This is an optimization exercise on Yosys and OpenROAD, whose aim is small area, a short achievable clock period and few clock cycles per item, not a production implementation.
In this exercise RTL edits were held to simulation tests only and were not proved equivalent to the original.
Power and IR drop assume default switching activity.

Setup of red:
## rolling_hash_pattern_matcher_top
module rolling_hash_pattern_matcher_top #(
   parameter int MAX_PATTERN  = MAX_PATTERN_DEF,
   parameter int WINDOW_DEPTH = WINDOW_DEPTH_DEF
) (
   input  logic                 clock,
   input  logic                 reset,
   input  logic                 req_valid,
   output logic                 req_ready,
   input  logic [BYTE_W-1:0]    req_text_byte,
   output logic                 rsp_valid,
   input  logic                 rsp_ready,
   output logic                 rsp_kind,
   output logic [VALUE_W-1:0]   rsp_value,
   output logic                 rsp_last,
   input  logic                 csr_we,
   input  logic [CSR_IDX_W-1:0] csr_index,
   input  logic [CSR_W-1:0]     csr_wdata
);
For scale: ~2,600 cells after synthesis, roughly 450 flip-flops, ~120 I/O pins, ~24,000 µm² of cells after synthesis.
==> flow/config.mk <==
export PLATFORM = sky130hd
export DESIGN_NAME = rolling_hash_pattern_matcher_top
export DESIGN_NICKNAME = rolling_hash_pattern_matcher_top
export VERILOG_FILES = /design/flow/design.v
export SDC_FILE = /design/flow/constraint.sdc
export NUM_CORES = 4
export LEC_CHECK = 0
export ABC_AREA = 1
export CAP_MARGIN = 20
export CORE_MARGIN = 2
export CORE_UTILIZATION = 40
export CTS_CLUSTER_DIAMETER = 90
export CTS_CLUSTER_SIZE = 24
export SLEW_MARGIN = 20
==> flow/constraint.sdc <==
create_clock -name core_clock -period 9.5 [get_ports {clock}]
set_input_delay 1.9000 -clock core_clock [delete_from_list [all_inputs] [get_ports {clock}]]
set_output_delay 1.9000 -clock core_clock [all_outputs]
set_load 0.01 [all_outputs]
standard.sh (not shown) runs the stock make flow with config.mk's settings and CLKGATE_MAP_FILE= SYNTH_SCRIPT=/design/flow/synth_recipe.tcl, a recipe that flattens the netlist after the stock synthesis.
==> flow/flow/run.sh <==
#!/bin/bash
# Standard ORFS layout with a tighter setup repair target, port buffers of
# a plain buffer cell, and free gate sizing.
set -euo pipefail
bash standard.sh 'SETUP_SLACK_MARGIN=6.45' 'MATCH_CELL_FOOTPRINT=0' 'BUFFER_PORTS_ARGS=-buffer_cell sky130_fd_sc_hd__buf_4' finish > standard_make.log 2>&1
Testbench counts of red, summed over its fixed seeds: cycles 29,785, bytes 24,258.
### red -> blue
# red
export LEC_CHECK = 0
export ABC_AREA = 1
export CAP_MARGIN = 20
export CORE_MARGIN = 2
export CORE_UTILIZATION = 40
export CTS_CLUSTER_DIAMETER = 90
export CTS_CLUSTER_SIZE = 24
export SLEW_MARGIN = 20
create_clock -name core_clock -period 9.5 [get_ports {clock}]
# blue
export LEC_CHECK = 0
export ABC_AREA = 1
export CAP_MARGIN = 20
export CORE_MARGIN = 2
export CORE_UTILIZATION = 40
export CTS_CLUSTER_DIAMETER = 100
export CTS_CLUSTER_SIZE = 26
export SLEW_MARGIN = 20
create_clock -name core_clock -period 9.5 [get_ports {clock}]
==> flow/flow/run.sh <==
#!/bin/bash
# Standard ORFS layout with a tighter setup repair target, port buffers of
# a plain buffer cell, and free gate sizing.
set -euo pipefail
bash standard.sh 'SETUP_SLACK_MARGIN=6.35' 'MATCH_CELL_FOOTPRINT=0' 'BUFFER_PORTS_ARGS=-buffer_cell sky130_fd_sc_hd__buf_4' finish > standard_make.log 2>&1
==> comparison <==
- Clock power, red and blue: smaller value in blue
- blue ended with less number of ordinary and repair buffers in the finished layout than red.
- | post-route fraction of the period consumed by the critical path | red vs blue | ≈ equal |
- blue leaves less setup margin than red.
- blue -> red: data required time of the worst path flat
- Going from red to blue, smallest hold slack went up by 0.0078 ns, post-route non-filler standard cell count went down by 37.
- There was hardly any difference in register area between blue and red.
- When blue is measured against red, its total routed wire length on the met1 layer turns out 0.68% higher.
- The final reports for blue and red show total wirelength of the detailed-routed design lower in the former.
- [diff] register-to-register slack, blue relative to red: regression
The following lists how green was set up differently from blue:
# blue
export LEC_CHECK = 0
export ABC_AREA = 1
export CAP_MARGIN = 20
export CORE_MARGIN = 2
export CORE_UTILIZATION = 40
export CTS_CLUSTER_DIAMETER = 100
export CTS_CLUSTER_SIZE = 26
export SLEW_MARGIN = 20
create_clock -name core_clock -period 9.5 [get_ports {clock}]
# green
export LEC_CHECK = 0
export ABC_AREA = 1
export CAP_MARGIN = 20
export CORE_MARGIN = 2
export CORE_UTILIZATION = 55
export CTS_CLUSTER_DIAMETER = 100
export CTS_CLUSTER_SIZE = 26
export SLEW_MARGIN = 20
create_clock -name core_clock -period 9.5 [get_ports {clock}]
==> flow/flow/run.sh <==
#!/bin/bash
# Standard ORFS layout with a tighter setup repair target, port buffers of
# a plain buffer cell, and free gate sizing.
set -euo pipefail
bash standard.sh 'SETUP_SLACK_MARGIN=6.4' 'MATCH_CELL_FOOTPRINT=0' 'BUFFER_PORTS_ARGS=-buffer_cell sky130_fd_sc_hd__buf_4' finish > standard_make.log 2>&1
For the post-CTS setup-driven buffer insertion count, green came in 11 higher than blue did. The met3 track demand over resource number comes out higher for green vs blue. Taking blue as the reference, in green via count of the first global-routing pass went down; power share of the clock group went down.

## static timing again, ports no longer ideal
The results above use ideal ports. As a check the final layouts listed here were re-extracted and re-timed, cells and wires unchanged.
Step 1 assumes that a clkbuf_16 drives the clock port and a buf_2 every other input.
Step 2 also shifts input and output timing later by t, the mid clock arrival at the registers, as if the neighbouring blocks saw the same clock.
a / b / c = ideal / step 1 / step 2; a / b = the first two.
run	t, ns	setup slack, ns	clock arrival spread, ns
red	0.638	6.378 / 6.319 / 5.919	0.036 / 0.036
blue	0.627	6.370 / 6.309 / 5.860	0.040 / 0.041
green	0.636	6.423 / 6.361 / 5.902	0.020 / 0.020
After both steps every run listed still meets setup and hold. For green, which loses most, drivers alone change the setup slack by -0.062 ns; drivers and shift together by -0.521 ns.
